Background: an optimization exercise with open tools, aiming at small area, a short achievable clock period and few clock cycles per item. Do not read the settings as production practice. Function was not checked in any run shown here: the RTL went through the layout flow alone.

==> flow/design.v (outline; a module is shown in full before it is edited, if it fits) <==
// module dsp_mac_postadd: 74 lines
// module dsp_mac_pipe: 841 lines
module dsp_mac_pipe
#(
  parameter int A_W      = 18,
  parameter int B_W      = 18,
  parameter int P_W      = 48,
  parameter bit SATURATE = 1'b0
) (
  input  logic           clk,
  input  logic           rst_n,
  input  logic [A_W-1:0] a,
  input  logic [B_W-1:0] b,
  input  logic [B_W-1:0] d,
  input  logic [P_W-1:0] c,
  input  logic           carryin,
  input  logic           pre_sel,
  input  logic           pre_sub,
  input  logic [1:0]     mode,
  input  logic           in_valid,
  input  logic           in_last,
  output logic           in_ready,
  output logic [P_W-1:0] p,
  output logic           carryout,
  output logic           ovf,
  output logic           out_valid,
  output logic           out_last,
  input  logic           out_ready
);
  // ...
==> flow/run.sh <==
#!/bin/bash
# synth_recipe.tcl (not shown) runs the flow's synth.tcl, then flattens the netlist and writes it again
# the make line also repeats each setting of config.mk as NAME=value (left out here)
make -C /OpenROAD-flow-scripts/flow DESIGN_CONFIG=/design/flow/config.mk WORK_HOME=/design/flow/orfs CLKGATE_MAP_FILE= SYNTH_SCRIPT=/design/flow/synth_recipe.tcl finish
==> flow/config.mk <==
export PLATFORM = sky130hd
export DESIGN_NAME = dsp_mac_pipe
export DESIGN_NICKNAME = dsp_mac_pipe
export VERILOG_FILES = /design/flow/design.v
export SDC_FILE = /design/flow/constraint.sdc
export NUM_CORES = 4
export LEC_CHECK = 0
export CAP_MARGIN = 20
export CORE_MARGIN = 2
export CORE_UTILIZATION = 40
export SLEW_MARGIN = 20
==> flow/constraint.sdc <==
create_clock -name core_clock -period 7.0 [get_ports {clk}]
set_input_delay 1.4000 -clock core_clock [delete_from_list [all_inputs] [get_ports {clk}]]
set_output_delay 1.4000 -clock core_clock [all_outputs]
set_load 0.01 [all_outputs]
==> summary.txt, run 1 <==
- The port buffer count is 164.
- The capture point of the worst path is p[45].
- The post-synthesis sequential area ratio is 27.3%.
- Setup slack on the critical path of the routed design comes to 0.396 ns.
- For this run, the number of Yosys warnings is 1.
- Counting tap cells, the placed design contains a total of 3161 instances.
- The transition time at the pin with the least slew margin is 0.931 ns.
- The number of antenna violations at the first check in global routing was 2.
- The area of placed instances is 24900 sq um.
- The TritonCTS clock tree is built.
- The number of buffers and inverters on the critical path is 2.
- The most area-hungry cell class in the final design is multi-input combinational cells.
- The critical path goes through buf_4 > and3_1 > ha_1 > a21oi_1 > o21bai_1 > a21oi_1 > o221ai_1 > nand4_1 > o21ai_0 > o41ai_2 > o21ai_0 > a311oi_1 > xnor2_1 > clkdlybuf4s50_1.
- After detailed routing, the met2 layer carries 28000 um of wire.
- After Yosys synthesis, and, or, nand and nor cells account for 10.6% of the synthesized area.
- Synthesis produced a netlist whose cell count is 2320.
- The run finished with no timing, DRC or antenna violations.
- On the critical path, the stage with the largest delay is an instance of sky130_fd_sc_hd__clkdlybuf4s50_1.
- After synthesis the netlist holds a flip-flop and latch count of 203.
- The number of top-level pins is 165.
- In the synthesized netlist, mux cells make up 0.843% of the area.
- The final cell utilization of the core is 46.8%.
- Of all nets on the critical path, the largest fanout is 16.
- The die width is 240 um.
- The sum of net half-perimeters after detailed placement is 48300 um.
==> module dsp_mac_pipe, before the edit <==
module dsp_mac_pipe
#(
  parameter int A_W      = 18,
  parameter int B_W      = 18,
  parameter int P_W      = 48,
  parameter bit SATURATE = 1'b0
) (
  input  logic           clk,
  input  logic           rst_n,
  input  logic [A_W-1:0] a,
  input  logic [B_W-1:0] b,
  input  logic [B_W-1:0] d,
  input  logic [P_W-1:0] c,
  input  logic           carryin,
  input  logic           pre_sel,
  input  logic           pre_sub,
  input  logic [1:0]     mode,
  input  logic           in_valid,
  input  logic           in_last,
  output logic           in_ready,
  output logic [P_W-1:0] p,
  output logic           carryout,
  output logic           ovf,
  output logic           out_valid,
  output logic           out_last,
  input  logic           out_ready
);
  if (!dsp_mac_pkg::widths_ok(A_W, B_W, P_W)) begin : g_width_check
    $error("dsp_mac_pipe: P_W must be at least A_W+B_W+1");
  end
  logic adv;
  assign adv      = !out_valid | out_ready;
  assign in_ready = adv;
  logic is_acc, accc, msub;
  assign is_acc = mode[0];
  assign accc   = mode[0] & mode[1];
  assign msub   = mode[1] & !mode[0];
  logic        psub;
  logic [18:0] dd, bx, x;
  logic [19:0] xs;
  assign psub = pre_sel & pre_sub;
  assign dd   = pre_sel ? {d[17], d} : 19'd0;
  assign bx   = {b[17], b} ^ {19{psub}};
  assign xs   = {dd, 1'b1} + {bx, psub};
  assign x    = xs[19:1];
  logic [18:0] ae;
  logic [8:0]  bone, btwo, bneg;
  assign ae = {a, 1'b0};
  genvar gi, gj;
  for (gi = 0; gi < 9; gi++) begin : g_enc
    logic h, m, l;
    assign h = ae[2*gi+2];
    assign m = ae[2*gi+1];
    assign l = ae[2*gi];
    assign bone[gi] = !accc & (m ^ l);
    assign btwo[gi] = !accc & ((h & !m & !l) | (!h & m & l));
    assign bneg[gi] = !accc & (h ^ msub);
  end
  logic msign, op2_47, s12;
  assign msign  = (a[17] ^ x[18]) & (|a) & (|x);
  assign op2_47 = accc ? c[47] : (msign ^ msub);
  assign s12    = op2_47 ^ (!is_acc & c[47]);
  logic        v1_reg, isacc1_reg, last1_reg, s121_reg, ci1_reg, ms1_reg;
  logic [8:0]  one1_reg, two1_reg, neg1_reg;
  logic [18:0] x1_reg;
  logic [47:0] c1_reg;
  always_ff @(posedge clk or negedge rst_n) begin
    if (!rst_n) v1_reg <= 1'b0;
    else if (adv) v1_reg <= in_valid;
  end
  always_ff @(posedge clk) begin
    if (adv) begin
      one1_reg   <= bone;
      two1_reg   <= btwo;
      neg1_reg   <= bneg;
      x1_reg     <= x;
      c1_reg     <= (mode == dsp_mac_pkg::MAC) ? 48'd0 : c;
      isacc1_reg <= is_acc;
      last1_reg  <= in_last;
      s121_reg   <= s12;
      ci1_reg    <= carryin;
      ms1_reg    <= msub;
    end
  end
  logic [20:0]      xe1;
  logic [8:0][19:0] ppb;
  logic [8:0]       ppsb;
  assign xe1 = {x1_reg[18], x1_reg, 1'b0};    
  for (gi = 0; gi < 9; gi++) begin : g_row
    for (gj = 0; gj < 20; gj++) begin : g_bit
      assign ppb[gi][gj] = ((one1_reg[gi] & xe1[gj+1]) | (two1_reg[gi] & xe1[gj])) ^ neg1_reg[gi];
    end
    assign ppsb[gi] = !(((one1_reg[gi] | two1_reg[gi]) & x1_reg[18]) ^ neg1_reg[gi]);
  end
  logic        c1_ns;
  assign c1_ns = !c1_reg[47];
  logic [48:0] krow, sum0, sum1;
  assign krow[0] = ci1_reg ? (ms1_reg ? 1'b1 : 1'b1) : 1'b0;
  assign krow[1] = ci1_reg ? (ms1_reg ? 1'b1 : 1'b0) : 1'b0;
  assign krow[2] = ci1_reg ? (ms1_reg ? 1'b1 : 1'b0) : 1'b0;
  assign krow[3] = ci1_reg ? (ms1_reg ? 1'b1 : 1'b0) : 1'b0;
  assign krow[4] = ci1_reg ? (ms1_reg ? 1'b1 : 1'b0) : 1'b0;
  assign krow[5] = ci1_reg ? (ms1_reg ? 1'b1 : 1'b0) : 1'b0;
  assign krow[6] = ci1_reg ? (ms1_reg ? 1'b1 : 1'b0) : 1'b0;
  assign krow[7] = ci1_reg ? (ms1_reg ? 1'b1 : 1'b0) : 1'b0;
  assign krow[8] = ci1_reg ? (ms1_reg ? 1'b1 : 1'b0) : 1'b0;
  assign krow[9] = ci1_reg ? (ms1_reg ? 1'b1 : 1'b0) : 1'b0;
  assign krow[10] = ci1_reg ? (ms1_reg ? 1'b1 : 1'b0) : 1'b0;
  assign krow[11] = ci1_reg ? (ms1_reg ? 1'b1 : 1'b0) : 1'b0;
  assign krow[12] = ci1_reg ? (ms1_reg ? 1'b1 : 1'b0) : 1'b0;
  assign krow[13] = ci1_reg ? (ms1_reg ? 1'b1 : 1'b0) : 1'b0;
  assign krow[14] = ci1_reg ? (ms1_reg ? 1'b1 : 1'b0) : 1'b0;
  assign krow[15] = ci1_reg ? (ms1_reg ? 1'b1 : 1'b0) : 1'b0;
  assign krow[16] = ci1_reg ? (ms1_reg ? 1'b1 : 1'b0) : 1'b0;
  assign krow[17] = ci1_reg ? (ms1_reg ? 1'b1 : 1'b0) : 1'b0;
  assign krow[18] = ci1_reg ? (ms1_reg ? 1'b1 : 1'b0) : 1'b0;
  assign krow[19] = ci1_reg ? (ms1_reg ? 1'b1 : 1'b0) : 1'b0;
  assign krow[20] = ci1_reg ? (ms1_reg ? 1'b0 : 1'b1) : 1'b1;
  logic bs0, bc0;
  logic bs1, bc1;
  logic bs2, bc2;
  logic bs3, bc3;
  logic bs4, bc4;
  logic bs5, bc5;
  logic bs6, bc6;
  logic bs7, bc7;
  logic bs8, bc8;
  logic bs9, bc9;
  logic bs10, bc10;
  logic bs11, bc11;
  logic bs12, bc12;
  logic bs13, bc13;
  logic bs14, bc14;
  logic bs15, bc15;
  logic bs16, bc16;
  logic bs17, bc17;
  logic bs18, bc18;
  logic bs19, bc19;
  logic bs20, bc20;
  logic bs21, bc21;
  logic bs22, bc22;
  logic bs23, bc23;
  logic bs24, bc24;
  logic bs25, bc25;
  logic bs26, bc26;
  logic bs27, bc27;
  logic bs28, bc28;
  logic bs29, bc29;
  logic bs30, bc30;
  logic bs31, bc31;
  logic bs32, bc32;
  logic bs33, bc33;
  logic bs34, bc34;
  logic bs35, bc35;
  logic bs36, bc36;
  logic bs37, bc37;
  logic bs38, bc38;
  logic bs39, bc39;
  logic bs40, bc40;
  logic bs41, bc41;
  logic bs42, bc42;
  logic bs43, bc43;
  logic bs44, bc44;
  logic bs45, bc45;
  logic bs46, bc46;
  logic bs47, bc47;
  logic bs48, bc48;
  logic bs49, bc49;
  logic bs50, bc50;
  logic bs51, bc51;
  logic bs52, bc52;
  logic bs53, bc53;
  logic bs54, bc54;
  logic bs55, bc55;
  logic bs56, bc56;
  logic bs57, bc57;
  logic bs58, bc58;
  logic bs59, bc59;
  logic bs60, bc60;
  logic bs61, bc61;
  logic bs62, bc62;
  logic bs63, bc63;
  logic bs64, bc64;
  logic bs65, bc65;
  logic bs66, bc66;
  logic bs67, bc67;
  logic bs68, bc68;
  logic bs69, bc69;
  logic bs70, bc70;
  logic bs71, bc71;
  logic bs72, bc72;
  logic bs73, bc73;
  logic bs74, bc74;
  logic bs75, bc75;
  logic bs76, bc76;
  logic bs77, bc77;
  logic bs78, bc78;
  logic bs79, bc79;
  logic bs80, bc80;
  logic bs81, bc81;
  logic bs82, bc82;
  logic bs83, bc83;
  logic bs84, bc84;
  logic bs85, bc85;
  logic bs86, bc86;
  logic bs87, bc87;
  logic bs88, bc88;
  logic bs89, bc89;
  logic bs90, bc90;
  logic bs91, bc91;
  logic bs92, bc92;
  logic bs93, bc93;
  logic bs94, bc94;
  logic bs95, bc95;
  logic bs96, bc96;
  logic bs97, bc97;
  logic bs98, bc98;
  logic bs99, bc99;
  logic bs100, bc100;
  logic bs101, bc101;
  logic bs102, bc102;
  logic bs103, bc103;
  logic bs104, bc104;
  logic bs105, bc105;
  logic bs106, bc106;
  logic bs107, bc107;
  logic bs108, bc108;
  logic bs109, bc109;
  logic bs110, bc110;
  logic bs111, bc111;
  logic bs112, bc112;
  logic bs113, bc113;
  logic bs114, bc114;
  logic bs115, bc115;
  logic bs116, bc116;
  logic bs117, bc117;
  logic bs118, bc118;
  logic bs119, bc119;
  logic bs120, bc120;
  logic bs121, bc121;
  logic bs122, bc122;
  logic bs123, bc123;
  logic bs124, bc124;
  logic bs125, bc125;
  logic bs126, bc126;
  logic bs127, bc127;
  logic bs128, bc128;
  logic bs129, bc129;
  logic bs130, bc130;
  logic bs131, bc131;
  logic bs132, bc132;
  logic bs133, bc133;
  logic bs134, bc134;
  logic bs135, bc135;
  logic bs136, bc136;
  logic bs137, bc137;
  logic bs138, bc138;
  logic bs139, bc139;
  logic bs140, bc140;
  logic bs141, bc141;
  logic bs142, bc142;
  logic bs143, bc143;
  logic bs144, bc144;
  logic bs145, bc145;
  logic bs146, bc146;
  logic bs147, bc147;
  logic bs148, bc148;
  logic bs149, bc149;
  logic bs150, bc150;
  logic bs151, bc151;
  logic bs152, bc152;
  logic bs153, bc153;
  logic bs154, bc154;
  logic bs155, bc155;
  logic bs156, bc156;
  logic bs157, bc157;
  logic bs158, bc158;
  logic bs159, bc159;
  logic bs160, bc160;
  logic bs161, bc161;
  logic bs162, bc162;
  logic bs163, bc163;
  logic bs164, bc164;
  logic bs165, bc165;
  logic bs166, bc166;
  logic bs167, bc167;
  logic bs168, bc168;
  logic bs169, bc169;
  logic bs170, bc170;
  logic bs171, bc171;
  logic bs172, bc172;
  logic bs173, bc173;
  logic bs174, bc174;
  logic bs175, bc175;
  logic bs176, bc176;
  logic bs177, bc177;
  logic bs178, bc178;
  logic bs179, bc179;
  logic bs180, bc180;
  logic bs181, bc181;
  logic bs182, bc182;
  logic bs183, bc183;
  logic bs184, bc184;
  logic bs185, bc185;
  logic bs186, bc186;
  logic bs187, bc187;
  logic bs188, bc188;
  logic bs189, bc189;
  logic bs190, bc190;
  logic bs191, bc191;
  logic bs192, bc192;
  logic bs193, bc193;
  logic bs194, bc194;
  logic bs195, bc195;
  logic bs196, bc196;
  logic bs197, bc197;
  logic bs198, bc198;
  logic bs199, bc199;
  logic bs200, bc200;
  logic bs201, bc201;
  logic bs202, bc202;
  logic bs203, bc203;
  logic bs204, bc204;
  logic bs205, bc205;
  logic bs206, bc206;
  logic bs207, bc207;
  logic bs208, bc208;
  logic bs209, bc209;
  logic bs210, bc210;
  logic bs211, bc211;
  logic bs212, bc212;
  logic bs213, bc213;
  logic bs214, bc214;
  logic bs215, bc215;
  logic bs216, bc216;
  logic bs217, bc217;
  logic bs218, bc218;
  logic bs219, bc219;
  logic bs220, bc220;
  logic bs221, bc221;
  logic bs222, bc222;
  logic bs223, bc223;
  logic bs224, bc224;
  logic bs225, bc225;
  logic bs226, bc226;
  logic bs227, bc227;
  assign bs0 = neg1_reg[6] ^ c1_reg[12];
  assign bc0 = neg1_reg[6] & c1_reg[12];
  assign bs1 = c1_reg[13] ^ krow[13];
  assign bc1 = c1_reg[13] & krow[13];
  assign bs2 = neg1_reg[7] ^ c1_reg[14] ^ krow[14];
  assign bc2 = (neg1_reg[7] & c1_reg[14]) | (neg1_reg[7] & krow[14]) | (c1_reg[14] & krow[14]);
  assign bs3 = ppb[0][14] ^ ppb[1][12];
  assign bc3 = ppb[0][14] & ppb[1][12];
  assign bs4 = c1_reg[15] ^ krow[15] ^ ppb[0][15];
  assign bc4 = (c1_reg[15] & krow[15]) | (c1_reg[15] & ppb[0][15]) | (krow[15] & ppb[0][15]);
  assign bs5 = ppb[1][13] ^ ppb[2][11];
  assign bc5 = ppb[1][13] & ppb[2][11];
  assign bs6 = neg1_reg[8] ^ c1_reg[16] ^ krow[16];
  assign bc6 = (neg1_reg[8] & c1_reg[16]) | (neg1_reg[8] & krow[16]) | (c1_reg[16] & krow[16]);
  assign bs7 = ppb[0][16] ^ ppb[1][14] ^ ppb[2][12];
  assign bc7 = (ppb[0][16] & ppb[1][14]) | (ppb[0][16] & ppb[2][12]) | (ppb[1][14] & ppb[2][12]);
  assign bs8 = ppb[3][10] ^ ppb[4][8];
  assign bc8 = ppb[3][10] & ppb[4][8];
  assign bs9 = c1_reg[17] ^ krow[17] ^ ppb[0][17];
  assign bc9 = (c1_reg[17] & krow[17]) | (c1_reg[17] & ppb[0][17]) | (krow[17] & ppb[0][17]);
  assign bs10 = ppb[1][15] ^ ppb[2][13] ^ ppb[3][11];
  assign bc10 = (ppb[1][15] & ppb[2][13]) | (ppb[1][15] & ppb[3][11]) | (ppb[2][13] & ppb[3][11]);
  assign bs11 = ppb[4][9] ^ ppb[5][7];
  assign bc11 = ppb[4][9] & ppb[5][7];
  assign bs12 = c1_reg[18] ^ krow[18] ^ ppb[0][18];
  assign bc12 = (c1_reg[18] & krow[18]) | (c1_reg[18] & ppb[0][18]) | (krow[18] & ppb[0][18]);
  assign bs13 = ppb[1][16] ^ ppb[2][14] ^ ppb[3][12];
  assign bc13 = (ppb[1][16] & ppb[2][14]) | (ppb[1][16] & ppb[3][12]) | (ppb[2][14] & ppb[3][12]);
  assign bs14 = ppb[4][10] ^ ppb[5][8];
  assign bc14 = ppb[4][10] & ppb[5][8];
  assign bs15 = c1_reg[19] ^ krow[19] ^ ppb[0][19];
  assign bc15 = (c1_reg[19] & krow[19]) | (c1_reg[19] & ppb[0][19]) | (krow[19] & ppb[0][19]);
  assign bs16 = ppb[1][17] ^ ppb[2][15] ^ ppb[3][13];
  assign bc16 = (ppb[1][17] & ppb[2][15]) | (ppb[1][17] & ppb[3][13]) | (ppb[2][15] & ppb[3][13]);
  assign bs17 = ppb[4][11] ^ ppb[5][9];
  assign bc17 = ppb[4][11] & ppb[5][9];
  assign bs18 = c1_reg[20] ^ krow[20] ^ ppsb[0];
  assign bc18 = (c1_reg[20] & krow[20]) | (c1_reg[20] & ppsb[0]) | (krow[20] & ppsb[0]);
  assign bs19 = ppb[1][18] ^ ppb[2][16] ^ ppb[3][14];
  assign bc19 = (ppb[1][18] & ppb[2][16]) | (ppb[1][18] & ppb[3][14]) | (ppb[2][16] & ppb[3][14]);
  assign bs20 = ppb[4][12] ^ ppb[5][10];
  assign bc20 = ppb[4][12] & ppb[5][10];
  assign bs21 = 1'b1 ^ c1_reg[21] ^ ppb[1][19];
  assign bc21 = (1'b1 & c1_reg[21]) | (1'b1 & ppb[1][19]) | (c1_reg[21] & ppb[1][19]);
  assign bs22 = ppb[2][17] ^ ppb[3][15] ^ ppb[4][13];
  assign bc22 = (ppb[2][17] & ppb[3][15]) | (ppb[2][17] & ppb[4][13]) | (ppb[3][15] & ppb[4][13]);
  assign bs23 = c1_reg[22] ^ ppsb[1] ^ ppb[2][18];
  assign bc23 = (c1_reg[22] & ppsb[1]) | (c1_reg[22] & ppb[2][18]) | (ppsb[1] & ppb[2][18]);
  assign bs24 = 1'b1 ^ c1_reg[23];
  assign bc24 = 1'b1 & c1_reg[23];
  assign bs25 = neg1_reg[3] ^ c1_reg[6];
  assign bc25 = neg1_reg[3] & c1_reg[6];
  assign bs26 = c1_reg[7] ^ krow[7];
  assign bc26 = c1_reg[7] & krow[7];
  assign bs27 = neg1_reg[4] ^ c1_reg[8] ^ krow[8];
  assign bc27 = (neg1_reg[4] & c1_reg[8]) | (neg1_reg[4] & krow[8]) | (c1_reg[8] & krow[8]);
  assign bs28 = ppb[0][8] ^ ppb[1][6];
  assign bc28 = ppb[0][8] & ppb[1][6];
  assign bs29 = c1_reg[9] ^ krow[9] ^ ppb[0][9];
  assign bc29 = (c1_reg[9] & krow[9]) | (c1_reg[9] & ppb[0][9]) | (krow[9] & ppb[0][9]);
  assign bs30 = ppb[1][7] ^ ppb[2][5];
  assign bc30 = ppb[1][7] & ppb[2][5];
  assign bs31 = neg1_reg[5] ^ c1_reg[10] ^ krow[10];
  assign bc31 = (neg1_reg[5] & c1_reg[10]) | (neg1_reg[5] & krow[10]) | (c1_reg[10] & krow[10]);
  assign bs32 = ppb[0][10] ^ ppb[1][8] ^ ppb[2][6];
  assign bc32 = (ppb[0][10] & ppb[1][8]) | (ppb[0][10] & ppb[2][6]) | (ppb[1][8] & ppb[2][6]);
  assign bs33 = ppb[3][4] ^ ppb[4][2];
  assign bc33 = ppb[3][4] & ppb[4][2];
  assign bs34 = c1_reg[11] ^ krow[11] ^ ppb[0][11];
  assign bc34 = (c1_reg[11] & krow[11]) | (c1_reg[11] & ppb[0][11]) | (krow[11] & ppb[0][11]);
  assign bs35 = ppb[1][9] ^ ppb[2][7] ^ ppb[3][5];
  assign bc35 = (ppb[1][9] & ppb[2][7]) | (ppb[1][9] & ppb[3][5]) | (ppb[2][7] & ppb[3][5]);
  assign bs36 = ppb[4][3] ^ ppb[5][1];
  assign bc36 = ppb[4][3] & ppb[5][1];
  assign bs37 = krow[12] ^ bs0 ^ ppb[0][12];
  assign bc37 = (krow[12] & bs0) | (krow[12] & ppb[0][12]) | (bs0 & ppb[0][12]);
  assign bs38 = ppb[1][10] ^ ppb[2][8] ^ ppb[3][6];
  assign bc38 = (ppb[1][10] & ppb[2][8]) | (ppb[1][10] & ppb[3][6]) | (ppb[2][8] & ppb[3][6]);
  assign bs39 = ppb[4][4] ^ ppb[5][2] ^ ppb[6][0];
  assign bc39 = (ppb[4][4] & ppb[5][2]) | (ppb[4][4] & ppb[6][0]) | (ppb[5][2] & ppb[6][0]);
  assign bs40 = bc0 ^ bs1 ^ ppb[0][13];
  assign bc40 = (bc0 & bs1) | (bc0 & ppb[0][13]) | (bs1 & ppb[0][13]);
  assign bs41 = ppb[1][11] ^ ppb[2][9] ^ ppb[3][7];
  assign bc41 = (ppb[1][11] & ppb[2][9]) | (ppb[1][11] & ppb[3][7]) | (ppb[2][9] & ppb[3][7]);
  assign bs42 = ppb[4][5] ^ ppb[5][3] ^ ppb[6][1];
  assign bc42 = (ppb[4][5] & ppb[5][3]) | (ppb[4][5] & ppb[6][1]) | (ppb[5][3] & ppb[6][1]);
  assign bs43 = bc1 ^ bs2 ^ ppb[2][10];
  assign bc43 = (bc1 & bs2) | (bc1 & ppb[2][10]) | (bs2 & ppb[2][10]);
  assign bs44 = ppb[3][8] ^ ppb[4][6] ^ ppb[5][4];
  assign bc44 = (ppb[3][8] & ppb[4][6]) | (ppb[3][8] & ppb[5][4]) | (ppb[4][6] & ppb[5][4]);
  assign bs45 = ppb[6][2] ^ ppb[7][0] ^ bs3;
  assign bc45 = (ppb[6][2] & ppb[7][0]) | (ppb[6][2] & bs3) | (ppb[7][0] & bs3);
  assign bs46 = bc2 ^ ppb[3][9] ^ ppb[4][7];
  assign bc46 = (bc2 & ppb[3][9]) | (bc2 & ppb[4][7]) | (ppb[3][9] & ppb[4][7]);
  assign bs47 = ppb[5][5] ^ ppb[6][3] ^ ppb[7][1];
  assign bc47 = (ppb[5][5] & ppb[6][3]) | (ppb[5][5] & ppb[7][1]) | (ppb[6][3] & ppb[7][1]);
  assign bs48 = bc3 ^ bs5 ^ bs4;
  assign bc48 = (bc3 & bs5) | (bc3 & bs4) | (bs5 & bs4);
  assign bs49 = bs6 ^ ppb[5][6] ^ ppb[6][4];
  assign bc49 = (bs6 & ppb[5][6]) | (bs6 & ppb[6][4]) | (ppb[5][6] & ppb[6][4]);
  assign bs50 = ppb[7][2] ^ ppb[8][0] ^ bc5;
  assign bc50 = (ppb[7][2] & ppb[8][0]) | (ppb[7][2] & bc5) | (ppb[8][0] & bc5);
  assign bs51 = bs8 ^ bc4 ^ bs7;
  assign bc51 = (bs8 & bc4) | (bs8 & bs7) | (bc4 & bs7);
  assign bs52 = bc6 ^ ppb[6][5] ^ ppb[7][3];
  assign bc52 = (bc6 & ppb[6][5]) | (bc6 & ppb[7][3]) | (ppb[6][5] & ppb[7][3]);
  assign bs53 = ppb[8][1] ^ bc8 ^ bs11;
  assign bc53 = (ppb[8][1] & bc8) | (ppb[8][1] & bs11) | (bc8 & bs11);
  assign bs54 = bc7 ^ bs9 ^ bs10;
  assign bc54 = (bc7 & bs9) | (bc7 & bs10) | (bs9 & bs10);
  assign bs55 = ppb[6][6] ^ ppb[7][4] ^ ppb[8][2];
  assign bc55 = (ppb[6][6] & ppb[7][4]) | (ppb[6][6] & ppb[8][2]) | (ppb[7][4] & ppb[8][2]);
  assign bs56 = bc11 ^ bs14 ^ bc9;
  assign bc56 = (bc11 & bs14) | (bc11 & bc9) | (bs14 & bc9);
  assign bs57 = bc10 ^ bs12 ^ bs13;
  assign bc57 = (bc10 & bs12) | (bc10 & bs13) | (bs12 & bs13);
  assign bs58 = ppb[6][7] ^ ppb[7][5] ^ ppb[8][3];
  assign bc58 = (ppb[6][7] & ppb[7][5]) | (ppb[6][7] & ppb[8][3]) | (ppb[7][5] & ppb[8][3]);
  assign bs59 = bc14 ^ bs17 ^ bc12;
  assign bc59 = (bc14 & bs17) | (bc14 & bc12) | (bs17 & bc12);
  assign bs60 = bc13 ^ bs15 ^ bs16;
  assign bc60 = (bc13 & bs15) | (bc13 & bs16) | (bs15 & bs16);
  assign bs61 = ppb[6][8] ^ ppb[7][6] ^ ppb[8][4];
  assign bc61 = (ppb[6][8] & ppb[7][6]) | (ppb[6][8] & ppb[8][4]) | (ppb[7][6] & ppb[8][4]);
  assign bs62 = bc17 ^ bs20 ^ bc15;
  assign bc62 = (bc17 & bs20) | (bc17 & bc15) | (bs20 & bc15);
  assign bs63 = bc16 ^ bs18 ^ bs19;
  assign bc63 = (bc16 & bs18) | (bc16 & bs19) | (bs18 & bs19);
  assign bs64 = ppb[5][11] ^ ppb[6][9] ^ ppb[7][7];
  assign bc64 = (ppb[5][11] & ppb[6][9]) | (ppb[5][11] & ppb[7][7]) | (ppb[6][9] & ppb[7][7]);
  assign bs65 = ppb[8][5] ^ bc20 ^ bc18;
  assign bc65 = (ppb[8][5] & bc20) | (ppb[8][5] & bc18) | (bc20 & bc18);
  assign bs66 = bc19 ^ bs21 ^ bs22;
  assign bc66 = (bc19 & bs21) | (bc19 & bs22) | (bs21 & bs22);
  assign bs67 = ppb[3][16] ^ ppb[4][14] ^ ppb[5][12];
  assign bc67 = (ppb[3][16] & ppb[4][14]) | (ppb[3][16] & ppb[5][12]) | (ppb[4][14] & ppb[5][12]);
  assign bs68 = ppb[6][10] ^ ppb[7][8] ^ ppb[8][6];
  assign bc68 = (ppb[6][10] & ppb[7][8]) | (ppb[6][10] & ppb[8][6]) | (ppb[7][8] & ppb[8][6]);
  assign bs69 = bc21 ^ bc22 ^ bs23;
  assign bc69 = (bc21 & bc22) | (bc21 & bs23) | (bc22 & bs23);
  assign bs70 = bs24 ^ ppb[2][19] ^ ppb[3][17];
  assign bc70 = (bs24 & ppb[2][19]) | (bs24 & ppb[3][17]) | (ppb[2][19] & ppb[3][17]);
  assign bs71 = ppb[4][15] ^ ppb[5][13] ^ ppb[6][11];
  assign bc71 = (ppb[4][15] & ppb[5][13]) | (ppb[4][15] & ppb[6][11]) | (ppb[5][13] & ppb[6][11]);
  assign bs72 = ppb[7][9] ^ ppb[8][7] ^ bc23;
  assign bc72 = (ppb[7][9] & ppb[8][7]) | (ppb[7][9] & bc23) | (ppb[8][7] & bc23);
  assign bs73 = c1_reg[24] ^ bc24 ^ ppsb[2];
  assign bc73 = (c1_reg[24] & bc24) | (c1_reg[24] & ppsb[2]) | (bc24 & ppsb[2]);
  assign bs74 = ppb[3][18] ^ ppb[4][16] ^ ppb[5][14];
  assign bc74 = (ppb[3][18] & ppb[4][16]) | (ppb[3][18] & ppb[5][14]) | (ppb[4][16] & ppb[5][14]);
  assign bs75 = ppb[6][12] ^ ppb[7][10] ^ ppb[8][8];
  assign bc75 = (ppb[6][12] & ppb[7][10]) | (ppb[6][12] & ppb[8][8]) | (ppb[7][10] & ppb[8][8]);
  assign bs76 = 1'b1 ^ c1_reg[25] ^ ppb[3][19];
  assign bc76 = (1'b1 & c1_reg[25]) | (1'b1 & ppb[3][19]) | (c1_reg[25] & ppb[3][19]);
  assign bs77 = ppb[4][17] ^ ppb[5][15] ^ ppb[6][13];
  assign bc77 = (ppb[4][17] & ppb[5][15]) | (ppb[4][17] & ppb[6][13]) | (ppb[5][15] & ppb[6][13]);
  assign bs78 = ppb[7][11] ^ ppb[8][9];
  assign bc78 = ppb[7][11] & ppb[8][9];
  assign bs79 = c1_reg[26] ^ ppsb[3] ^ ppb[4][18];
  assign bc79 = (c1_reg[26] & ppsb[3]) | (c1_reg[26] & ppb[4][18]) | (ppsb[3] & ppb[4][18]);
  assign bs80 = ppb[5][16] ^ ppb[6][14] ^ ppb[7][12];
  assign bc80 = (ppb[5][16] & ppb[6][14]) | (ppb[5][16] & ppb[7][12]) | (ppb[6][14] & ppb[7][12]);
  assign bs81 = 1'b1 ^ c1_reg[27] ^ ppb[4][19];
  assign bc81 = (1'b1 & c1_reg[27]) | (1'b1 & ppb[4][19]) | (c1_reg[27] & ppb[4][19]);
  assign bs82 = ppb[5][17] ^ ppb[6][15];
  assign bc82 = ppb[5][17] & ppb[6][15];
  assign bs83 = c1_reg[28] ^ ppsb[4] ^ ppb[5][18];
  assign bc83 = (c1_reg[28] & ppsb[4]) | (c1_reg[28] & ppb[5][18]) | (ppsb[4] & ppb[5][18]);
  assign bs84 = 1'b1 ^ c1_reg[29];
  assign bc84 = 1'b1 & c1_reg[29];
  assign bs85 = neg1_reg[1] ^ c1_reg[2];
  assign bc85 = neg1_reg[1] & c1_reg[2];
  assign bs86 = c1_reg[3] ^ krow[3];
  assign bc86 = c1_reg[3] & krow[3];
  assign bs87 = neg1_reg[2] ^ c1_reg[4] ^ krow[4];
  assign bc87 = (neg1_reg[2] & c1_reg[4]) | (neg1_reg[2] & krow[4]) | (c1_reg[4] & krow[4]);
  assign bs88 = ppb[0][4] ^ ppb[1][2];
  assign bc88 = ppb[0][4] & ppb[1][2];
  assign bs89 = c1_reg[5] ^ krow[5] ^ ppb[0][5];
  assign bc89 = (c1_reg[5] & krow[5]) | (c1_reg[5] & ppb[0][5]) | (krow[5] & ppb[0][5]);
  assign bs90 = ppb[1][3] ^ ppb[2][1];
  assign bc90 = ppb[1][3] & ppb[2][1];
  assign bs91 = krow[6] ^ bs25 ^ ppb[0][6];
  assign bc91 = (krow[6] & bs25) | (krow[6] & ppb[0][6]) | (bs25 & ppb[0][6]);
  assign bs92 = ppb[1][4] ^ ppb[2][2] ^ ppb[3][0];
  assign bc92 = (ppb[1][4] & ppb[2][2]) | (ppb[1][4] & ppb[3][0]) | (ppb[2][2] & ppb[3][0]);
  assign bs93 = bc25 ^ bs26 ^ ppb[0][7];
  assign bc93 = (bc25 & bs26) | (bc25 & ppb[0][7]) | (bs26 & ppb[0][7]);
  assign bs94 = ppb[1][5] ^ ppb[2][3] ^ ppb[3][1];
  assign bc94 = (ppb[1][5] & ppb[2][3]) | (ppb[1][5] & ppb[3][1]) | (ppb[2][3] & ppb[3][1]);
  assign bs95 = bc26 ^ bs27 ^ ppb[2][4];
  assign bc95 = (bc26 & bs27) | (bc26 & ppb[2][4]) | (bs27 & ppb[2][4]);
  assign bs96 = ppb[3][2] ^ ppb[4][0] ^ bs28;
  assign bc96 = (ppb[3][2] & ppb[4][0]) | (ppb[3][2] & bs28) | (ppb[4][0] & bs28);
  assign bs97 = bc27 ^ ppb[3][3] ^ ppb[4][1];
  assign bc97 = (bc27 & ppb[3][3]) | (bc27 & ppb[4][1]) | (ppb[3][3] & ppb[4][1]);
  assign bs98 = bc28 ^ bs30 ^ bs29;
  assign bc98 = (bc28 & bs30) | (bc28 & bs29) | (bs30 & bs29);
  assign bs99 = bs31 ^ ppb[5][0] ^ bc30;
  assign bc99 = (bs31 & ppb[5][0]) | (bs31 & bc30) | (ppb[5][0] & bc30);
  assign bs100 = bs33 ^ bc29 ^ bs32;
  assign bc100 = (bs33 & bc29) | (bs33 & bs32) | (bc29 & bs32);
  assign bs101 = bc31 ^ bc33 ^ bs36;
  assign bc101 = (bc31 & bc33) | (bc31 & bs36) | (bc33 & bs36);
  assign bs102 = bc32 ^ bs34 ^ bs35;
  assign bc102 = (bc32 & bs34) | (bc32 & bs35) | (bs34 & bs35);
  assign bs103 = bc36 ^ bc34 ^ bc35;
  assign bc103 = (bc36 & bc34) | (bc36 & bc35) | (bc34 & bc35);
  assign bs104 = bs37 ^ bs38 ^ bs39;
  assign bc104 = (bs37 & bs38) | (bs37 & bs39) | (bs38 & bs39);
  assign bs105 = bc37 ^ bc38 ^ bc39;
  assign bc105 = (bc37 & bc38) | (bc37 & bc39) | (bc38 & bc39);
  assign bs106 = bs40 ^ bs41 ^ bs42;
  assign bc106 = (bs40 & bs41) | (bs40 & bs42) | (bs41 & bs42);
  assign bs107 = bc40 ^ bc41 ^ bc42;
  assign bc107 = (bc40 & bc41) | (bc40 & bc42) | (bc41 & bc42);
  assign bs108 = bs43 ^ bs44 ^ bs45;
  assign bc108 = (bs43 & bs44) | (bs43 & bs45) | (bs44 & bs45);
  assign bs109 = bc43 ^ bc44 ^ bs46;
  assign bc109 = (bc43 & bc44) | (bc43 & bs46) | (bc44 & bs46);
  assign bs110 = bs47 ^ bc45 ^ bs48;
  assign bc110 = (bs47 & bc45) | (bs47 & bs48) | (bc45 & bs48);
  assign bs111 = bc46 ^ bc47 ^ bs49;
  assign bc111 = (bc46 & bc47) | (bc46 & bs49) | (bc47 & bs49);
  assign bs112 = bs50 ^ bc48 ^ bs51;
  assign bc112 = (bs50 & bc48) | (bs50 & bs51) | (bc48 & bs51);
  assign bs113 = bc49 ^ bs52 ^ bc50;
  assign bc113 = (bc49 & bs52) | (bc49 & bc50) | (bs52 & bc50);
  assign bs114 = bs53 ^ bc51 ^ bs54;
  assign bc114 = (bs53 & bc51) | (bs53 & bs54) | (bc51 & bs54);
  assign bs115 = bc52 ^ bs55 ^ bc53;
  assign bc115 = (bc52 & bs55) | (bc52 & bc53) | (bs55 & bc53);
  assign bs116 = bs56 ^ bc54 ^ bs57;
  assign bc116 = (bs56 & bc54) | (bs56 & bs57) | (bc54 & bs57);
  assign bs117 = bc55 ^ bs58 ^ bc56;
  assign bc117 = (bc55 & bs58) | (bc55 & bc56) | (bs58 & bc56);
  assign bs118 = bs59 ^ bc57 ^ bs60;
  assign bc118 = (bs59 & bc57) | (bs59 & bs60) | (bc57 & bs60);
  assign bs119 = bc58 ^ bs61 ^ bc59;
  assign bc119 = (bc58 & bs61) | (bc58 & bc59) | (bs61 & bc59);
  assign bs120 = bs62 ^ bc60 ^ bs63;
  assign bc120 = (bs62 & bc60) | (bs62 & bs63) | (bc60 & bs63);
  assign bs121 = bc61 ^ bs64 ^ bc62;
  assign bc121 = (bc61 & bs64) | (bc61 & bc62) | (bs64 & bc62);
  assign bs122 = bs65 ^ bc63 ^ bs66;
  assign bc122 = (bs65 & bc63) | (bs65 & bs66) | (bc63 & bs66);
  assign bs123 = bc64 ^ bs67 ^ bs68;
  assign bc123 = (bc64 & bs67) | (bc64 & bs68) | (bs67 & bs68);
  assign bs124 = bc65 ^ bc66 ^ bs69;
  assign bc124 = (bc65 & bc66) | (bc65 & bs69) | (bc66 & bs69);
  assign bs125 = bc67 ^ bc68 ^ bs70;
  assign bc125 = (bc67 & bc68) | (bc67 & bs70) | (bc68 & bs70);
  assign bs126 = bs71 ^ bs72 ^ bc69;
  assign bc126 = (bs71 & bs72) | (bs71 & bc69) | (bs72 & bc69);
  assign bs127 = bc70 ^ bc71 ^ bs73;
  assign bc127 = (bc70 & bc71) | (bc70 & bs73) | (bc71 & bs73);
  assign bs128 = bs74 ^ bs75 ^ bc72;
  assign bc128 = (bs74 & bs75) | (bs74 & bc72) | (bs75 & bc72);
  assign bs129 = bs78 ^ bc73 ^ bc74;
  assign bc129 = (bs78 & bc73) | (bs78 & bc74) | (bc73 & bc74);
  assign bs130 = bc75 ^ bs76 ^ bs77;
  assign bc130 = (bc75 & bs76) | (bc75 & bs77) | (bs76 & bs77);
  assign bs131 = ppb[8][10] ^ bc78 ^ bc76;
  assign bc131 = (ppb[8][10] & bc78) | (ppb[8][10] & bc76) | (bc78 & bc76);
  assign bs132 = bc77 ^ bs79 ^ bs80;
  assign bc132 = (bc77 & bs79) | (bc77 & bs80) | (bs79 & bs80);
  assign bs133 = ppb[7][13] ^ ppb[8][11] ^ bs82;
  assign bc133 = (ppb[7][13] & ppb[8][11]) | (ppb[7][13] & bs82) | (ppb[8][11] & bs82);
  assign bs134 = bc79 ^ bc80 ^ bs81;
  assign bc134 = (bc79 & bc80) | (bc79 & bs81) | (bc80 & bs81);
  assign bs135 = ppb[6][16] ^ ppb[7][14] ^ ppb[8][12];
  assign bc135 = (ppb[6][16] & ppb[7][14]) | (ppb[6][16] & ppb[8][12]) | (ppb[7][14] & ppb[8][12]);
  assign bs136 = bc82 ^ bc81 ^ bs83;
  assign bc136 = (bc82 & bc81) | (bc82 & bs83) | (bc81 & bs83);
  assign bs137 = bs84 ^ ppb[5][19] ^ ppb[6][17];
  assign bc137 = (bs84 & ppb[5][19]) | (bs84 & ppb[6][17]) | (ppb[5][19] & ppb[6][17]);
  assign bs138 = ppb[7][15] ^ ppb[8][13] ^ bc83;
  assign bc138 = (ppb[7][15] & ppb[8][13]) | (ppb[7][15] & bc83) | (ppb[8][13] & bc83);
  assign bs139 = c1_reg[30] ^ bc84 ^ ppsb[5];
  assign bc139 = (c1_reg[30] & bc84) | (c1_reg[30] & ppsb[5]) | (bc84 & ppsb[5]);
  assign bs140 = ppb[6][18] ^ ppb[7][16] ^ ppb[8][14];
  assign bc140 = (ppb[6][18] & ppb[7][16]) | (ppb[6][18] & ppb[8][14]) | (ppb[7][16] & ppb[8][14]);
  assign bs141 = 1'b1 ^ c1_reg[31] ^ ppb[6][19];
  assign bc141 = (1'b1 & c1_reg[31]) | (1'b1 & ppb[6][19]) | (c1_reg[31] & ppb[6][19]);
  assign bs142 = ppb[7][17] ^ ppb[8][15];
  assign bc142 = ppb[7][17] & ppb[8][15];
  assign bs143 = c1_reg[32] ^ ppsb[6] ^ ppb[7][18];
  assign bc143 = (c1_reg[32] & ppsb[6]) | (c1_reg[32] & ppb[7][18]) | (ppsb[6] & ppb[7][18]);
  assign bs144 = 1'b1 ^ c1_reg[33];
  assign bc144 = 1'b1 & c1_reg[33];
  assign bs145 = neg1_reg[0] ^ c1_reg[0];
  assign bc145 = neg1_reg[0] & c1_reg[0];
  assign bs146 = c1_reg[1] ^ krow[1];
  assign bc146 = c1_reg[1] & krow[1];
  assign bs147 = krow[2] ^ bs85 ^ ppb[0][2];
  assign bc147 = (krow[2] & bs85) | (krow[2] & ppb[0][2]) | (bs85 & ppb[0][2]);
  assign bs148 = bc85 ^ bs86 ^ ppb[0][3];
  assign bc148 = (bc85 & bs86) | (bc85 & ppb[0][3]) | (bs86 & ppb[0][3]);
  assign bs149 = bc86 ^ bs87 ^ ppb[2][0];
  assign bc149 = (bc86 & bs87) | (bc86 & ppb[2][0]) | (bs87 & ppb[2][0]);
  assign bs150 = bc87 ^ bc88 ^ bs90;
  assign bc150 = (bc87 & bc88) | (bc87 & bs90) | (bc88 & bs90);
  assign bs151 = bc90 ^ bc89 ^ bs91;
  assign bc151 = (bc90 & bc89) | (bc90 & bs91) | (bc89 & bs91);
  assign bs152 = bc91 ^ bc92 ^ bs93;
  assign bc152 = (bc91 & bc92) | (bc91 & bs93) | (bc92 & bs93);
  assign bs153 = bc93 ^ bc94 ^ bs95;
  assign bc153 = (bc93 & bc94) | (bc93 & bs95) | (bc94 & bs95);
  assign bs154 = bc95 ^ bs97 ^ bc96;
  assign bc154 = (bc95 & bs97) | (bc95 & bc96) | (bs97 & bc96);
  assign bs155 = bc97 ^ bs99 ^ bc98;
  assign bc155 = (bc97 & bs99) | (bc97 & bc98) | (bs99 & bc98);
  assign bs156 = bc99 ^ bs101 ^ bc100;
  assign bc156 = (bc99 & bs101) | (bc99 & bc100) | (bs101 & bc100);
  assign bs157 = bc101 ^ bs103 ^ bc102;
  assign bc157 = (bc101 & bs103) | (bc101 & bc102) | (bs103 & bc102);
  assign bs158 = bc103 ^ bs105 ^ bc104;
  assign bc158 = (bc103 & bs105) | (bc103 & bc104) | (bs105 & bc104);
  assign bs159 = bc105 ^ bs107 ^ bc106;
  assign bc159 = (bc105 & bs107) | (bc105 & bc106) | (bs107 & bc106);
  assign bs160 = bc107 ^ bs109 ^ bc108;
  assign bc160 = (bc107 & bs109) | (bc107 & bc108) | (bs109 & bc108);
  assign bs161 = bc109 ^ bs111 ^ bc110;
  assign bc161 = (bc109 & bs111) | (bc109 & bc110) | (bs111 & bc110);
  assign bs162 = bc111 ^ bs113 ^ bc112;
  assign bc162 = (bc111 & bs113) | (bc111 & bc112) | (bs113 & bc112);
  assign bs163 = bc113 ^ bs115 ^ bc114;
  assign bc163 = (bc113 & bs115) | (bc113 & bc114) | (bs115 & bc114);
  assign bs164 = bc115 ^ bs117 ^ bc116;
  assign bc164 = (bc115 & bs117) | (bc115 & bc116) | (bs117 & bc116);
  assign bs165 = bc117 ^ bs119 ^ bc118;
  assign bc165 = (bc117 & bs119) | (bc117 & bc118) | (bs119 & bc118);
  assign bs166 = bc119 ^ bs121 ^ bc120;
  assign bc166 = (bc119 & bs121) | (bc119 & bc120) | (bs121 & bc120);
  assign bs167 = bs123 ^ bc121 ^ bc122;
  assign bc167 = (bs123 & bc121) | (bs123 & bc122) | (bc121 & bc122);
  assign bs168 = bc123 ^ bs125 ^ bc124;
  assign bc168 = (bc123 & bs125) | (bc123 & bc124) | (bs125 & bc124);
  assign bs169 = bc125 ^ bs127 ^ bc126;
  assign bc169 = (bc125 & bs127) | (bc125 & bc126) | (bs127 & bc126);
  assign bs170 = bs129 ^ bc127 ^ bs130;
  assign bc170 = (bs129 & bc127) | (bs129 & bs130) | (bc127 & bs130);
  assign bs171 = bc129 ^ bs131 ^ bc130;
  assign bc171 = (bc129 & bs131) | (bc129 & bc130) | (bs131 & bc130);
  assign bs172 = bs133 ^ bc131 ^ bc132;
  assign bc172 = (bs133 & bc131) | (bs133 & bc132) | (bc131 & bc132);
  assign bs173 = bs135 ^ bc133 ^ bc134;
  assign bc173 = (bs135 & bc133) | (bs135 & bc134) | (bc133 & bc134);
  assign bs174 = bc135 ^ bs137 ^ bs138;
  assign bc174 = (bc135 & bs137) | (bc135 & bs138) | (bs137 & bs138);
  assign bs175 = bc137 ^ bs139 ^ bs140;
  assign bc175 = (bc137 & bs139) | (bc137 & bs140) | (bs139 & bs140);
  assign bs176 = bs142 ^ bc139 ^ bc140;
  assign bc176 = (bs142 & bc139) | (bs142 & bc140) | (bc139 & bc140);
  assign bs177 = ppb[8][16] ^ bc142 ^ bc141;
  assign bc177 = (ppb[8][16] & bc142) | (ppb[8][16] & bc141) | (bc142 & bc141);
  assign bs178 = bs144 ^ ppb[7][19] ^ ppb[8][17];
  assign bc178 = (bs144 & ppb[7][19]) | (bs144 & ppb[8][17]) | (ppb[7][19] & ppb[8][17]);
  assign bs179 = c1_reg[34] ^ bc144 ^ ppsb[7];
  assign bc179 = (c1_reg[34] & bc144) | (c1_reg[34] & ppsb[7]) | (bc144 & ppsb[7]);
  assign bs180 = 1'b1 ^ c1_reg[35];
  assign bc180 = 1'b1 & c1_reg[35];
  assign bs181 = krow[0] ^ bs145;
  assign bc181 = krow[0] & bs145;
  assign bs182 = bc145 ^ bs146 ^ ppb[0][1];
  assign bc182 = (bc145 & bs146) | (bc145 & ppb[0][1]) | (bs146 & ppb[0][1]);
  assign bs183 = bc146 ^ ppb[1][0] ^ bs147;
  assign bc183 = (bc146 & ppb[1][0]) | (bc146 & bs147) | (ppb[1][0] & bs147);
  assign bs184 = ppb[1][1] ^ bc147 ^ bs148;
  assign bc184 = (ppb[1][1] & bc147) | (ppb[1][1] & bs148) | (bc147 & bs148);
  assign bs185 = bs88 ^ bc148 ^ bs149;
  assign bc185 = (bs88 & bc148) | (bs88 & bs149) | (bc148 & bs149);
  assign bs186 = bc149 ^ bs89 ^ bs150;
  assign bc186 = (bc149 & bs89) | (bc149 & bs150) | (bs89 & bs150);
  assign bs187 = bs92 ^ bc150 ^ bs151;
  assign bc187 = (bs92 & bc150) | (bs92 & bs151) | (bc150 & bs151);
  assign bs188 = bs94 ^ bc151 ^ bs152;
  assign bc188 = (bs94 & bc151) | (bs94 & bs152) | (bc151 & bs152);
  assign bs189 = bs96 ^ bc152 ^ bs153;
  assign bc189 = (bs96 & bc152) | (bs96 & bs153) | (bc152 & bs153);
  assign bs190 = bc153 ^ bs98 ^ bs154;
  assign bc190 = (bc153 & bs98) | (bc153 & bs154) | (bs98 & bs154);
  assign bs191 = bs100 ^ bc154 ^ bs155;
  assign bc191 = (bs100 & bc154) | (bs100 & bs155) | (bc154 & bs155);
  assign bs192 = bs102 ^ bc155 ^ bs156;
  assign bc192 = (bs102 & bc155) | (bs102 & bs156) | (bc155 & bs156);
  assign bs193 = bs104 ^ bc156 ^ bs157;
  assign bc193 = (bs104 & bc156) | (bs104 & bs157) | (bc156 & bs157);
  assign bs194 = bs106 ^ bc157 ^ bs158;
  assign bc194 = (bs106 & bc157) | (bs106 & bs158) | (bc157 & bs158);
  assign bs195 = bs108 ^ bc158 ^ bs159;
  assign bc195 = (bs108 & bc158) | (bs108 & bs159) | (bc158 & bs159);
  assign bs196 = bc159 ^ bs110 ^ bs160;
  assign bc196 = (bc159 & bs110) | (bc159 & bs160) | (bs110 & bs160);
  assign bs197 = bs112 ^ bc160 ^ bs161;
  assign bc197 = (bs112 & bc160) | (bs112 & bs161) | (bc160 & bs161);
  assign bs198 = bs114 ^ bc161 ^ bs162;
  assign bc198 = (bs114 & bc161) | (bs114 & bs162) | (bc161 & bs162);
  assign bs199 = bs116 ^ bc162 ^ bs163;
  assign bc199 = (bs116 & bc162) | (bs116 & bs163) | (bc162 & bs163);
  assign bs200 = bs118 ^ bc163 ^ bs164;
  assign bc200 = (bs118 & bc163) | (bs118 & bs164) | (bc163 & bs164);
  assign bs201 = bs120 ^ bc164 ^ bs165;
  assign bc201 = (bs120 & bc164) | (bs120 & bs165) | (bc164 & bs165);
  assign bs202 = bs122 ^ bc165 ^ bs166;
  assign bc202 = (bs122 & bc165) | (bs122 & bs166) | (bc165 & bs166);
  assign bs203 = bs124 ^ bc166 ^ bs167;
  assign bc203 = (bs124 & bc166) | (bs124 & bs167) | (bc166 & bs167);
  assign bs204 = bs126 ^ bc167 ^ bs168;
  assign bc204 = (bs126 & bc167) | (bs126 & bs168) | (bc167 & bs168);
  assign bs205 = bs128 ^ bc168 ^ bs169;
  assign bc205 = (bs128 & bc168) | (bs128 & bs169) | (bc168 & bs169);
  assign bs206 = bc128 ^ bs170 ^ bc169;
  assign bc206 = (bc128 & bs170) | (bc128 & bc169) | (bs170 & bc169);
  assign bs207 = bs132 ^ bc170 ^ bs171;
  assign bc207 = (bs132 & bc170) | (bs132 & bs171) | (bc170 & bs171);
  assign bs208 = bs134 ^ bc171 ^ bs172;
  assign bc208 = (bs134 & bc171) | (bs134 & bs172) | (bc171 & bs172);
  assign bs209 = bs136 ^ bc172 ^ bs173;
  assign bc209 = (bs136 & bc172) | (bs136 & bs173) | (bc172 & bs173);
  assign bs210 = bc136 ^ bc173 ^ bs174;
  assign bc210 = (bc136 & bc173) | (bc136 & bs174) | (bc173 & bs174);
  assign bs211 = bc138 ^ bs175 ^ bc174;
  assign bc211 = (bc138 & bs175) | (bc138 & bc174) | (bs175 & bc174);
  assign bs212 = bs141 ^ bs176 ^ bc175;
  assign bc212 = (bs141 & bs176) | (bs141 & bc175) | (bs176 & bc175);
  assign bs213 = bs143 ^ bc176 ^ bs177;
  assign bc213 = (bs143 & bc176) | (bs143 & bs177) | (bc176 & bs177);
  assign bs214 = bc143 ^ bs178 ^ bc177;
  assign bc214 = (bc143 & bs178) | (bc143 & bc177) | (bs178 & bc177);
  assign bs215 = ppb[8][18] ^ bc178 ^ bs179;
  assign bc215 = (ppb[8][18] & bc178) | (ppb[8][18] & bs179) | (bc178 & bs179);
  assign bs216 = bs180 ^ ppb[8][19] ^ bc179;
  assign bc216 = (bs180 & ppb[8][19]) | (bs180 & bc179) | (ppb[8][19] & bc179);
  assign bs217 = c1_reg[36] ^ bc180 ^ ppsb[8];
  assign bc217 = (c1_reg[36] & bc180) | (c1_reg[36] & ppsb[8]) | (bc180 & ppsb[8]);
  assign bs218 = 1'b1 ^ c1_reg[37];
  assign bc218 = 1'b1 & c1_reg[37];
  assign bs219 = 1'b1 ^ c1_reg[38];
  assign bc219 = 1'b1 & c1_reg[38];
  assign bs220 = 1'b1 ^ c1_reg[39];
  assign bc220 = 1'b1 & c1_reg[39];
  assign bs221 = 1'b1 ^ c1_reg[40];
  assign bc221 = 1'b1 & c1_reg[40];
  assign bs222 = 1'b1 ^ c1_reg[41];
  assign bc222 = 1'b1 & c1_reg[41];
  assign bs223 = 1'b1 ^ c1_reg[42];
  assign bc223 = 1'b1 & c1_reg[42];
  assign bs224 = 1'b1 ^ c1_reg[43];
  assign bc224 = 1'b1 & c1_reg[43];
  assign bs225 = 1'b1 ^ c1_reg[44];
  assign bc225 = 1'b1 & c1_reg[44];
  assign bs226 = 1'b1 ^ c1_reg[45];
  assign bc226 = 1'b1 & c1_reg[45];
  assign bs227 = 1'b1 ^ c1_reg[46];
  assign bc227 = 1'b1 & c1_reg[46];
  assign sum0 = {1'b1, c1_ns, bc226, bc225, bc224, bc223, bc222, bc221, bc220, bc219, bc218, bs218, bs217, bs216, bs215, bc213, bc212, bs212, bc210, bc209, bc208, bc207, bs207, bc205, bc204, bc203, bc202, bc201, bc200, bc199, bc198, bc197, bc196, bc195, bc194, bc193, bc192, bc191, bc190, bc189, bc188, bc187, bc186, bc185, bc184, bc183, bc182, bc181, bs181};
  assign sum1 = {1'b0, bc227, bs227, bs226, bs225, bs224, bs223, bs222, bs221, bs220, bs219, bc217, bc216, bc215, bc214, bs214, bs213, bc211, bs211, bs210, bs209, bs208, bc206, bs206, bs205, bs204, bs203, bs202, bs201, bs200, bs199, bs198, bs197, bs196, bs195, bs194, bs193, bs192, bs191, bs190, bs189, bs188, bs187, bs186, bs185, bs184, bs183, bs182, ppb[0][0]};
  logic        v2_reg, isacc2_reg, last2_reg, s122_reg;
  logic [48:0] v2val_reg;
  always_ff @(posedge clk or negedge rst_n) begin
    if (!rst_n) v2_reg <= 1'b0;
    else if (adv) v2_reg <= v1_reg;
  end
  always_ff @(posedge clk) begin
    if (adv) begin
      v2val_reg  <= sum0 + sum1;
      isacc2_reg <= isacc1_reg;
      last2_reg  <= last1_reg;
      s122_reg   <= s121_reg;
    end
  end
  logic        live_reg, sticky_reg;
  logic [47:0] acc_reg, accv;
  logic [48:0] r;
  logic        ovf_now;
  assign accv      = (isacc2_reg & live_reg) ? acc_reg : 48'd0;
  assign r         = v2val_reg + {accv[47], accv};
  assign ovf_now   = r[48] ^ r[47];
  assign out_valid = v2_reg & (!isacc2_reg | last2_reg);
  assign p         = r[47:0];
  assign carryout  = r[48] ^ s122_reg ^ accv[47];
  assign ovf       = ovf_now | (isacc2_reg & live_reg & sticky_reg);
  assign out_last  = last2_reg;
  always_ff @(posedge clk or negedge rst_n) begin
    if (!rst_n) live_reg <= 1'b0;
    else if (adv & v2_reg & isacc2_reg) live_reg <= !last2_reg;
  end
  always_ff @(posedge clk) begin
    if (adv & v2_reg & isacc2_reg & !last2_reg) begin
      acc_reg    <= r[47:0];
      sticky_reg <= ovf;
    end
  end
endmodule
==> inputs of run 2 (changes only) <==
--- a/flow/design.v
+++ b/flow/design.v
@@ -900,14 +900,15 @@
   assign sum0 = {1'b1, c1_ns, bc226, bc225, bc224, bc223, bc222, bc221, bc220, bc219, bc218, bs218, bs217, bs216, bs215, bc213, bc212, bs212, bc210, bc209, bc208, bc207, bs207, bc205, bc204, bc203, bc202, bc201, bc200, bc199, bc198, bc197, bc196, bc195, bc194, bc193, bc192, bc191, bc190, bc189, bc188, bc187, bc186, bc185, bc184, bc183, bc182, bc181, bs181};
   assign sum1 = {1'b0, bc227, bs227, bs226, bs225, bs224, bs223, bs222, bs221, bs220, bs219, bc217, bc216, bc215, bc214, bs214, bs213, bc211, bs211, bs210, bs209, bs208, bc206, bs206, bs205, bs204, bs203, bs202, bs201, bs200, bs199, bs198, bs197, bs196, bs195, bs194, bs193, bs192, bs191, bs190, bs189, bs188, bs187, bs186, bs185, bs184, bs183, bs182, ppb[0][0]};
   logic        v2_reg, isacc2_reg, last2_reg, s122_reg;
-  logic [48:0] v2val_reg;
+  logic [48:0] v2s_reg, v2c_reg;
   always_ff @(posedge clk or negedge rst_n) begin
     if (!rst_n) v2_reg <= 1'b0;
     else if (adv) v2_reg <= v1_reg;
   end
   always_ff @(posedge clk) begin
     if (adv) begin
-      v2val_reg  <= sum0 + sum1;
+      v2s_reg    <= sum0;
+      v2c_reg    <= sum1;
       isacc2_reg <= isacc1_reg;
       last2_reg  <= last1_reg;
       s122_reg   <= s121_reg;
@@ -918,7 +919,11 @@
   logic [48:0] r;
   logic        ovf_now;
   assign accv      = (isacc2_reg & live_reg) ? acc_reg : 48'd0;
-  assign r         = v2val_reg + {accv[47], accv};
+  logic [48:0] a3s, a3c;
+  assign a3s       = v2s_reg ^ v2c_reg ^ {accv[47], accv};
+  assign a3c       = {(v2s_reg[47:0] & v2c_reg[47:0]) | (v2s_reg[47:0] & accv)
+                      | (v2c_reg[47:0] & accv), 1'b0};
+  assign r         = a3s + a3c;
   assign ovf_now   = r[48] ^ r[47];
   assign out_valid = v2_reg & (!isacc2_reg | last2_reg);
   assign p         = r[47:0];
==> summary.txt, run 2 <==
- Result of the run: no timing/DRC/antenna violations (unchanged).
- The global-route wire length before repair is 92800 um (was 96800 um).
- The number of optimization iterations in the first detailed-route pass is 8 (was 5).
- The iteration-0 DRC count of the detailed router came to 1400 (was 1224).
- Most frequent cells in the layout: sky130_fd_sc_hd__inv_1 (442), sky130_fd_sc_hd__edfxtp_1 (247), sky130_fd_sc_hd__fa_1 (234) (was sky130_fd_sc_hd__inv_1 (303), sky130_fd_sc_hd__xnor2_1 (218), sky130_fd_sc_hd__edfxtp_1 (200)).
- The number of top-level pins is 165 (unchanged).
- The critical path endpoint category is an output port (unchanged).
- The peak clock frequency supported by timing is 0.148 GHz (was 0.151 GHz).
- The number of design rule violations left after detail routing is 0 (unchanged).
- The number of flops mapped to enable cells by yosys is 247 (was 200).
- The share of final-layout standard cells stronger than drive strength 1 is 5.06% (was 5.89%).
- The number of hold violations in the final report was 0 (unchanged).
- The clock sink count is 250 (was 203).
- The hold path startpoint is last1_reg$_DFFE_PN_ (unchanged).
- The largest fanout on the critical path came to 30 (was 16).
- The clock root buffer was sky130_fd_sc_hd__clkbuf_16 (unchanged).
- The summed negative setup slack over all endpoints was 0 ns (unchanged).
- The number of global-route vias before repair is 16800 (was 17500).
- The cell type with the highest aggregate area in the netlist is sky130_fd_sc_hd__edfxtp_1 (unchanged).
- The transition time at the pin with the least slew margin is 1.02 ns (was 0.931 ns).
- The initial standard-cell utilization of the core is 40.3% (was 40.4%).
- The mean cell area of the mapped netlist is 10.3 sq um (was 9.60 sq um).
- The core footprint is 56200 sq um (was 55100 sq um).
- The number of failing setup endpoints in the final timing report is 0 (unchanged).
- The height of the die was 242 um (was 240 um).
- The final estimated routing congestion in global placement is 0.890 (was 0.914).
- The commonest register cell after synthesis is sky130_fd_sc_hd__edfxtp_1 (unchanged).
- The number of H-tree levels is 1 (unchanged).
- The sum of net half-perimeters after detailed placement is 43200 um (was 48300 um).
- The most frequent standard cell in the layout excluding fill and tap cells is sky130_fd_sc_hd__inv_1 (unchanged).
- The global-route usage over all layers is 19.8% (was 21.4%).
- The time the worst path needs with I/O delays and setup came to 6.76 ns (was 6.60 ns).
- The area taken by flip-flops and latches is 7490 sq um (was 6080 sq um).
- The maximum clock skew at final layout is 0.0152 ns (was 0.0148 ns).
- The number of unique standard cell types used by synthesis was 76 (was 67).
- The share of the clock period used by the worst path after layout is 96.6% (was 94.3%).
- The worst slew margin relative to its limit was 32.0% (was 37.9%).
- Leading cell types by total area after synthesis: sky130_fd_sc_hd__edfxtp_1 (33%), sky130_fd_sc_hd__fa_1 (21%), sky130_fd_sc_hd__inv_1 (7.3%), sky130_fd_sc_hd__xnor2_1 (6.5%), sky130_fd_sc_hd__a22oi_1 (5.4%) (was sky130_fd_sc_hd__edfxtp_1 (27%), sky130_fd_sc_hd__fa_1 (16%), sky130_fd_sc_hd__xnor2_1 (8.6%), sky130_fd_sc_hd__ha_1 (8.3%), sky130_fd_sc_hd__a22oi_1 (5.6%)).
- The area of placed instances was 24800 sq um (was 24900 sq um).
- The clock-pin transition on the worst setup and hold timing paths is 0.06 ns (about the same).
- The tightest hold margin is 0.430 ns (was 0.434 ns).
- The synthesis-to-finish area growth is 14.7% (was 15.8%).
- The flip-flop and latch count after synthesis was 250 (was 203).
- The TritonCTS clock tree is built (unchanged).
- The post-synth net total came to 2631 (was 2762).
- The worst endpoint data arrival time was 5.36 ns (was 5.20 ns).
- The number of max-capacitance violations reported came to 0 (unchanged).
- The total number of yosys warnings came to 1 (unchanged).
- The category of the worst setup path launch point is a flop (unchanged).
- The clock tree buffer depth is 3 (unchanged).
- The launching instance or port of the critical path was isacc2_reg$_DFFE_PN_ (unchanged).
- The most common cell in the netlist is sky130_fd_sc_hd__inv_1 (unchanged).
- The count of mapped cells out of synthesis is 2191 (was 2320).
- The pin count of the biggest net entering global routing came to 78 (was 124).
- The fraction of registers with async set/reset is 1.20% (was 1.48%).
- The fill cell total of the finished layout is 5358 (was 5317).
- The post-synthesis sequential area ratio is 33.1% (was 27.3%).
- The die width was 242 um (was 240 um).
- The worst reg2reg path depth was 19 (was 23).
- The worst path required time came to 5.60 ns (about the same).
- The number of buffers added by the clock tree synthesis step is 29 (was 26).
- The multi-input logic area was 13000 sq um (was 14500 sq um).
- The critical path class is flop to output port (unchanged).
- The launching point of the worst reg2reg path is isacc2_reg$_DFFE_PN_ (was two1_reg[0]$_DFFE_PN_).
- The wire length reported by the detailed router is 58300 um (was 61500 um).
- The via count of the routed design is 15800 (was 17100).
- The latest clock arrival within the worst-skew pair is 0.57 ns (was 0.56 ns).
- The final cell count without fillers is 3051 (was 3210).
- The global route total overflow is 0 (unchanged).
- The cell area after synthesis was 22600 sq um (was 22300 sq um).
- The number of pins with negative max-slew slack in the final report is 0 (unchanged).
- The number of rows in the core area is 87 (was 86).
- The detailed-route wire length per cell came to 19.1 um (about the same).
- The number of routed nets with antenna violations was 0 (unchanged).
- The die footprint is 58500 sq um (was 57600 sq um).
- The vias per cell is 5.17 (was 5.32).
- The top cell type's share of synthesized area is 32.8% (was 27.0%).
- The number of antenna violations at the first check in global routing is 0 (was 2).
- Top post-synthesis cells by count: sky130_fd_sc_hd__inv_1 (442), sky130_fd_sc_hd__edfxtp_1 (247), sky130_fd_sc_hd__fa_1 (234) (was sky130_fd_sc_hd__inv_1 (303), sky130_fd_sc_hd__xnor2_1 (218), sky130_fd_sc_hd__edfxtp_1 (200)).
- The path type of the worst min-delay path was flop to flop (unchanged).
- The port buffer count is 164 (unchanged).
- The worst hold path stage count is 0 (unchanged).
- The area of all placed cells without fillers is 26000 sq um (was 25800 sq um).
- The instance count after placement with tap cells included was 2991 (was 3161).
- The post-layout net count came to 2713 (was 2887).
==> run 2: cell families after synthesis <==
family | Yosys count | share of synthesized area (%)
adders and majority gates | 328 | 25.9
and+or+nand+nor | 351 | 7.93
AOI/OAI and AO/OA | 406 | 12.7
xor gates and xnor gates | 262 | 10.1
muxes | 13 | 0.581
DFF | 250 | 33.1
buffers and inverters | 581 | 9.69
==> run 2: critical path: stages (launching register included) <==
cell and delay [ns]:
sky130_fd_sc_hd__edfxtp_1 0.40, sky130_fd_sc_hd__and2_4 0.18, sky130_fd_sc_hd__buf_12 0.18, sky130_fd_sc_hd__nand2_1 0.09, sky130_fd_sc_hd__fa_1 0.48, sky130_fd_sc_hd__inv_1 0.04
sky130_fd_sc_hd__ha_1 0.35, sky130_fd_sc_hd__o211ai_1 0.25, sky130_fd_sc_hd__o21ai_2 0.12, sky130_fd_sc_hd__o211ai_1 0.40, sky130_fd_sc_hd__a21oi_2 0.15, sky130_fd_sc_hd__o211ai_1 0.27
sky130_fd_sc_hd__a2111oi_1 0.13, sky130_fd_sc_hd__buf_4 0.18, sky130_fd_sc_hd__o41ai_4 0.34, sky130_fd_sc_hd__o21bai_2 0.14, sky130_fd_sc_hd__nor3b_1 0.16, sky130_fd_sc_hd__nor3_1 0.31
sky130_fd_sc_hd__clkdlybuf4s50_1 0.62
==> run 2: stage by stage <==
| step | setup WS, ns | util (%) |
|---|---|---|
| after floorplan | 1.39 | - |
| after CTS | -0.00482 | 46.1 |
| after global routing | -0.00128 | 46.2 |
| after global placement | 0.368 | 44.2 |
| final | 0.240 | 46.2 |
| after detailed placement | 0.205 | 44.2 |
==> run 2: timing repair <==
| action | CTS | global route |
|---|---|---|
| gates cloned | 0 | 0 |
| hold buffers | 0 | 0 |
| buffers inserted | 1 | 6 |
| pin swaps | 2 | 7 |
| hold endpoints to repair | 0 | 0 |
| resized for setup | 10 | 14 |
| endpoints found under the setup margin | 13 | 14 |
==> run 2: area by class of cell <==
type	instances	area share, %
multi-input cells	1360	50.2
flip-flops and latches	250	28.9
repair buffers	189	7.10
inverters	443	6.40
well taps	756	3.64
clock buffers	32	2.84
clock inverters	20	0.959
diodes	1	0.00964
==> run 2: per-layer routing <==
layer	part of all wire [%]	vias to the layer above	GRT usage, %
li1	-	7340	-
met5	0	-	0
met3	6.7	125	3.09
met1	45	7727	27.3
met2	45	593	32.0
met4	3.3	0	6.84
==> run 2: path summary, 6_finish.rpt <==
check	endpoint	slack (ns)
setup / recovery	p[46]	0.24
hold / removal	last2_reg$_DFFE_PN_	0.43
setup reg to reg	sticky_reg$_DFFE_PP_	2.50
hold reg to reg	last2_reg$_DFFE_PN_	0.43
max in group asynchronous	live_reg$_DFFE_PN0P_	5.83
min in group asynchronous	v1_reg$_DFFE_PN0N_	1.02

==> port drivers added, routing unchanged <==
The flow's constraints put no driver on any port. The routed layouts listed below were extracted and timed again, unchanged, in two steps. Step 1 sets driving cells, clkbuf_16 on the clock port and buf_2 on the other inputs (assumed; they add their load-dependent delay and slew). Step 2 adds t to the input delays and takes it off the output delays; t is the mean of the earliest and latest rising clock arrival at the registers after step 1. Input paths then give back, and output paths get back, about the clock's delay inside the block. Slacks: ideal ports / drivers / drivers and shift; pairs: ideal ports / drivers.
run	t, ns	setup slack, ns	worst register clock-pin slew, ns	worst data-port slew with drivers (ns)
run 1	0.613	0.396 / 0.337 / 0.448	0.06 / 0.06	0.07
run 2	0.619	0.240 / 0.183 / 0.801	0.06 / 0.06	0.06
After both steps every run listed still meets setup and hold.
